This design comes from an exercise in tuning for small area and a short achievable clock period on the open sky130 flow, not from production work. Only simulation tests tie the RTL to the original design; equivalence was not proved.

==> flow/design.v <==
`timescale 1ns / 1ps
`default_nettype none
package crcfr_pkg;
	localparam logic [31:0] CRC_POLY = 32'hEDB8_8320;
	localparam logic [31:0] CRC_INIT = 32'hFFFF_FFFF;
	localparam logic [31:0] CRC_RESIDUE  = 32'hDEBB_20E3;
	localparam logic [7:0]  RES_LOW_KEY  = 8'hED;
	localparam logic [23:0] RES_HIGH_KEY = 24'h00BE26;
	localparam logic [15:0] RES_PRE_KEY  = 16'hBE26;
	localparam logic [7:0] TYPE_INPUT = 8'h01;
	localparam logic [7:0] TYPE_EMPTY = 8'h02;
	localparam logic [2:0] STATUS_OK        = 3'd0;
	localparam logic [2:0] STATUS_SHORT     = 3'd1;
	localparam logic [2:0] STATUS_BAD_MAGIC = 3'd2;
	localparam logic [2:0] STATUS_BAD_CRC   = 3'd3;
	localparam logic [2:0] STATUS_EMPTY     = 3'd4;
	localparam logic [2:0] STATUS_TOO_LONG  = 3'd5;
	function automatic logic [31:0] crc32_byte(input logic [31:0] crc, input logic [7:0] b);
		logic [31:0] c;
		c = crc ^ {24'd0, b};
		for (int i = 0; i < 8; i++) begin
			c = c[0] ? ((c >> 1) ^ CRC_POLY) : (c >> 1);
		end
		crc32_byte = c;
	endfunction
endpackage
`default_nettype wire
`timescale 1ns / 1ps
`default_nettype none
module crcfr_frame_state (
	input  wire logic        in_valid,
	input  wire logic        out_ready,
	input  wire logic        out_valid_q,
	input  wire logic        mid,          
	input  wire logic [7:0]  data_byte,
	input  wire logic        last_byte,
	input  wire logic [7:0]  crc_lo,       
	input  wire logic        pre_in,       
	input  wire logic [2:0]  pre_status,   
	input  wire logic [32:0] at,           
	output logic             in_ready,
	output logic             in_xfer,
	output logic             drop_hdr,     
	output logic [2:0]       stat,
	output logic [7:0]       fill,
	output logic [32:0]      wr
);
	logic lo_match, xlast, keep_hdr, keep_in;
	logic pre_chk, pre_ok;
	assign pre_chk  = (pre_status == crcfr_pkg::STATUS_OK)
	               || (pre_status == crcfr_pkg::STATUS_EMPTY);
	assign pre_ok   = (pre_status == crcfr_pkg::STATUS_OK);
	assign in_ready = !out_valid_q || out_ready;
	assign in_xfer  = in_valid && in_ready;
	assign xlast    = in_xfer && last_byte;
	assign lo_match = ((crc_lo ^ data_byte) == crcfr_pkg::RES_LOW_KEY);
	assign keep_hdr = mid && pre_ok && lo_match;
	assign keep_in  = mid && pre_in && lo_match;
	assign drop_hdr = last_byte && !keep_hdr;
	assign stat     = !mid ? crcfr_pkg::STATUS_SHORT
	                : (pre_chk && !lo_match) ? crcfr_pkg::STATUS_BAD_CRC : pre_status;
	assign fill     = last_byte ? 8'd0 : data_byte;
	for (genvar k = 0; k <= 32; k++) begin : g_wr
		if (k >= 17) begin : g_in
			assign wr[k] = (in_xfer && at[k]) || (xlast && !keep_in);
		end else begin : g_hdr
			assign wr[k] = (in_xfer && at[k]) || (xlast && !keep_hdr);
		end
	end
endmodule
`default_nettype wire
`timescale 1ns / 1ps
`default_nettype none
module crc_frame_receiver_core (
	input  wire logic               clk,
	input  wire logic               arst_n,
	input  wire logic               magic_wr_en,
	input  wire logic [15:0]        magic_wr_data,
	input  wire logic               in_valid,
	output logic                    in_ready,
	input  wire logic [7:0]         data_byte,
	input  wire logic               last_byte,
	output logic                    out_valid,
	input  wire logic               out_ready,
	output logic [2:0]              status,
	output logic [7:0]              msg_type,
	output logic [31:0]             seq_number,
	output logic [63:0]             timestamp_bits,
	output logic [63:0]             keys_low,
	output logic [15:0]             keys_high,
	output logic signed [15:0]      cursor_dx,
	output logic signed [15:0]      cursor_dy,
	output logic [7:0]              buttons,
	output logic signed [7:0]       scroll,
	output logic [10:0]             payload_length
);
	localparam logic [10:0] CNT_BYTE0 = 11'd2027;
	logic [15:0]  magic_q;
	logic         out_valid_q;
	logic         mid_q;
	logic [10:0]  cnt_q;
	logic         nx_long_q;
	logic         magic_ok_q;
	logic [31:0]  crc_q;
	logic         pre_in_q;
	logic [2:0]   pre_status_q;
	logic [2:0]   status_q;
	logic [7:0]   type_q;
	logic [31:0]  seq_q;
	logic [63:0]  time_q;
	logic [79:0]  keys_q;
	logic [15:0]  dx_q;
	logic [15:0]  dy_q;
	logic [7:0]   buttons_q;
	logic [7:0]   scroll_q;
	logic         in_xfer;
	logic         first;
	logic [32:0]  at;
	logic [10:0]  cnt_inc;
	logic         long_c;
	logic         long_n, lt21_n, lt37_n, eq21_n;
	logic         magic_ok_n;
	logic [7:0]   type_n;
	logic         is_input_n, is_empty_n;
	logic         crc_hi_ok_n;
	logic [31:0]  crc_nxt;
	logic         pre_ok_n;
	logic [2:0]   pre_status_n;
	logic [2:0]   stat_c;
	logic         drop_hdr;
	logic [7:0]   fill;
	logic [32:0]  wr;
	assign first = !mid_q;
	assign at[0] = first;
	for (genvar k = 1; k <= 32; k++) begin : g_at
		assign at[k] = mid_q && (cnt_q == 11'((k + 2027) % 2048));
	end
	assign cnt_inc  = (first ? CNT_BYTE0 : cnt_q) + 11'd1;
	assign long_c   = mid_q && nx_long_q;
	assign crc_nxt = crcfr_pkg::crc32_byte(first ? crcfr_pkg::CRC_INIT : crc_q, data_byte);
	assign long_n      = long_c || (mid_q && cnt_q == 11'd2026);
	assign lt21_n      = first || (cnt_q >= 11'd2027 && cnt_q <= 11'd2045);
	assign lt37_n      = first || cnt_q >= 11'd2027 || cnt_q <= 11'd13;
	assign eq21_n      = mid_q && cnt_q == 11'd2046;
	assign magic_ok_n  = at[0] ? (data_byte == magic_q[7:0])
	                   : at[1] ? (magic_ok_q && data_byte == magic_q[15:8]) : magic_ok_q;
	assign type_n      = at[3] ? data_byte : type_q;
	assign is_input_n  = (type_n == crcfr_pkg::TYPE_INPUT);
	assign is_empty_n  = (type_n == crcfr_pkg::TYPE_EMPTY);
	assign crc_hi_ok_n = mid_q && data_byte == crc_q[7:0]
	                  && crc_q[31:16] == crcfr_pkg::RES_PRE_KEY;
	always_comb begin
		if (long_n) begin
			pre_status_n = crcfr_pkg::STATUS_TOO_LONG;
		end else if (lt21_n || (is_input_n && lt37_n)) begin
			pre_status_n = crcfr_pkg::STATUS_SHORT;
		end else if (!magic_ok_n) begin
			pre_status_n = crcfr_pkg::STATUS_BAD_MAGIC;
		end else if (!crc_hi_ok_n) begin
			pre_status_n = crcfr_pkg::STATUS_BAD_CRC;
		end else begin
			if (is_empty_n && eq21_n) begin
				pre_status_n = crcfr_pkg::STATUS_EMPTY;
			end else begin
				pre_status_n = crcfr_pkg::STATUS_OK;
			end
		end
	end
	assign pre_ok_n = (pre_status_n == crcfr_pkg::STATUS_OK);
	crcfr_frame_state u_xfer (
		.in_valid    (in_valid),
		.out_ready   (out_ready),
		.out_valid_q (out_valid_q),
		.mid         (mid_q),
		.data_byte   (data_byte),
		.last_byte   (last_byte),
		.crc_lo      (crc_q[7:0]),
		.pre_in      (pre_in_q),
		.pre_status  (pre_status_q),
		.at          (at),
		.in_ready    (in_ready),
		.in_xfer     (in_xfer),
		.drop_hdr    (drop_hdr),
		.stat        (stat_c),
		.fill        (fill),
		.wr          (wr)
	);
	always_ff @(posedge clk or negedge arst_n) begin
		if (!arst_n) begin
			magic_q <= '0;
		end else if (magic_wr_en) begin
			magic_q <= magic_wr_data;
		end
	end
	always_ff @(posedge clk or negedge arst_n) begin
		if (!arst_n) begin
			out_valid_q <= 1'b0;
		end else if (in_xfer && last_byte) begin
			out_valid_q <= 1'b1;
		end else if (out_ready) begin
			out_valid_q <= 1'b0;
		end
	end
	always_ff @(posedge clk or negedge arst_n) begin
		if (!arst_n) begin
			mid_q <= 1'b0;
		end else if (in_xfer) begin
			mid_q <= !last_byte;
		end
	end
	always_ff @(posedge clk) begin
		if (in_xfer) begin
			cnt_q       <= drop_hdr ? 11'd0 : cnt_inc;
			nx_long_q    <= long_n;
			crc_q        <= crc_nxt;
			magic_ok_q   <= magic_ok_n;
			pre_in_q     <= pre_ok_n && is_input_n;
			pre_status_q <= pre_status_n;
			if (last_byte) status_q <= stat_c;
		end
	end
	always_ff @(posedge clk) begin
		if (wr[3]) type_q <= fill;
		for (int i = 0; i < 4; i++) begin
			if (wr[5 + i]) seq_q[8*i +: 8] <= fill;
		end
		for (int i = 0; i < 8; i++) begin
			if (wr[9 + i]) time_q[8*i +: 8] <= fill;
		end
		for (int i = 0; i < 10; i++) begin
			if (wr[17 + i]) keys_q[8*i +: 8] <= fill;
		end
		for (int i = 0; i < 2; i++) begin
			if (wr[27 + i]) dx_q[8*i +: 8] <= fill;
			if (wr[29 + i]) dy_q[8*i +: 8] <= fill;
		end
		if (wr[31]) buttons_q <= fill;
		if (wr[32]) scroll_q  <= fill;
	end
	assign out_valid      = out_valid_q;
	assign status         = status_q;
	assign msg_type       = type_q;
	assign seq_number     = seq_q;
	assign timestamp_bits = time_q;
	assign payload_length = cnt_q;
	assign keys_low       = keys_q[63:0];
	assign keys_high      = keys_q[79:64];
	assign cursor_dx      = dx_q;
	assign cursor_dy      = dy_q;
	assign buttons        = buttons_q;
	assign scroll         = scroll_q;
endmodule
`default_nettype wire
==> flow/config.mk <==
export PLATFORM = sky130hd
export DESIGN_NAME = crc_frame_receiver_core
export DESIGN_NICKNAME = crc_frame_receiver_core
export VERILOG_FILES = /design/flow/design.v
export SDC_FILE = /design/flow/constraint.sdc
export NUM_CORES = 4
export LEC_CHECK = 0
export CAP_MARGIN = 20
export CORE_MARGIN = 2
export CORE_UTILIZATION = 40
export SETUP_SLACK_MARGIN = 2.75
export SLEW_MARGIN = 20
export TNS_END_PERCENT = 30
==> flow/constraint.sdc <==
create_clock -name core_clock -period 5.0 [get_ports {clk}]
set_input_delay 1.0000 -clock core_clock [delete_from_list [all_inputs] [get_ports {clk}]]
set_output_delay 1.0000 -clock core_clock [all_outputs]
set_load 0.01 [all_outputs]
standard.sh (not shown) runs the stock make flow with config.mk's settings and CLKGATE_MAP_FILE= SYNTH_SCRIPT=/design/flow/synth_recipe.tcl, a recipe that flattens the netlist after the stock synthesis.
==> flow/flow/run.sh <==
#!/bin/bash
# Layout: the standard ORFS flow (standard.sh, which also runs the
# standard synthesis), with changes made through ORFS's own variables:
# - DONT_USE_CELLS is the platform's own list plus the cells in
#   flow/dont_use.txt (delay cells, and the non-inverting AND/OR-type gates,
#   so that synthesis and the resizer build the logic from inverting gates);
# - buffer_ports inserts sky130_fd_sc_hd__buf_1 as every port's buffer (the
#   resizer may still upsize them);
# - clock tree synthesis inserts no dummy loads, with clkbuf_4 buffers and
#   sink clusters of at most 10 flip-flops within 50 um.
# Each tool's full output is in standard_flow.log here and in ORFS's logs
# under orfs/logs.
set -euo pipefail
dont_use=$(grep -v '^#' flow/dont_use.txt | tr '\n' ' ')
export BUFFER_PORTS_ARGS="-buffer_cell sky130_fd_sc_hd__buf_1"
export CTS_ARGS="-sink_clustering_enable -repair_clock_nets -buf_list sky130_fd_sc_hd__clkbuf_4 -dont_use_dummy_load -sink_clustering_size 10 -sink_clustering_max_diameter 50"
bash standard.sh "DONT_USE_CELLS=$dont_use" finish > standard_flow.log 2>&1
Other scripts of this flow, unchanged in this note and not shown: flow/flow/dont_use.txt
The baseline completed without violations.
Change:
==> flow/flow/run.sh (replaced) <==
#!/bin/bash
# Layout: the standard ORFS flow (standard.sh, which also runs the
# standard synthesis), with changes made through ORFS's own variables:
# - DONT_USE_CELLS is the platform's own list plus the cells in
#   flow/dont_use.txt (delay cells, and the non-inverting AND/OR-type gates,
#   so that synthesis and the resizer build the logic from inverting gates);
# - buffer_ports inserts sky130_fd_sc_hd__buf_1 as every port's buffer (the
#   resizer may still upsize them);
# - clock tree synthesis inserts no dummy loads, with clkbuf_8 buffers and
#   sink clusters of at most 16 flip-flops within 60 um.
# Each tool's full output is in standard_flow.log here and in ORFS's logs
# under orfs/logs.
set -euo pipefail
dont_use=$(grep -v '^#' flow/dont_use.txt | tr '\n' ' ')
export BUFFER_PORTS_ARGS="-buffer_cell sky130_fd_sc_hd__buf_1"
export CTS_ARGS="-sink_clustering_enable -repair_clock_nets -buf_list sky130_fd_sc_hd__clkbuf_8 -dont_use_dummy_load -sink_clustering_size 16 -sink_clustering_max_diameter 60"
bash standard.sh "DONT_USE_CELLS=$dont_use" finish > standard_flow.log 2>&1
CORE_UTILIZATION = 50   (was 40)
SETUP_SLACK_MARGIN = 2.8   (was 2.75)
=> Synthesized cell count stays the same. Design area is lower slightly. Hold slack gains 0.11 ns. Critical path depth does not change. Maximum frequency is lower slightly. Worst setup slack loses 0.024 ns.

[static timing again, ports no longer ideal]
The results above use ideal ports. As a check the final layouts listed here were re-extracted and re-timed, cells and wires unchanged.
Step 1, drivers: a clkbuf_16 drives clk and a buf_2 each remaining input, both assumed.
Step 2 moves the port delays by t, midway between the first and last clock arrival at a register: inputs arrive t later, outputs are due t later. That takes back most of the time a late clock gives input paths.
a / b / c = ideal ports / drivers / drivers and shift; a / b = the first two.
run	t (ns)	setup slack, ns	hold WS [ns]	worst setup path after step 2	worst data-port slew with drivers (ns)
the first run	0.656	2.642 / 2.619 / 2.148	0.292 / 0.272 / 0.529	input to register	0.05
the second run	0.588	2.618 / 2.595 / 2.190	0.399 / 0.376 / 0.477	input to register	0.05
After both steps every run listed still meets setup and hold. The setup slack of the first run, which loses most, moves by -0.023 ns with the drivers and by -0.494 ns with both steps.
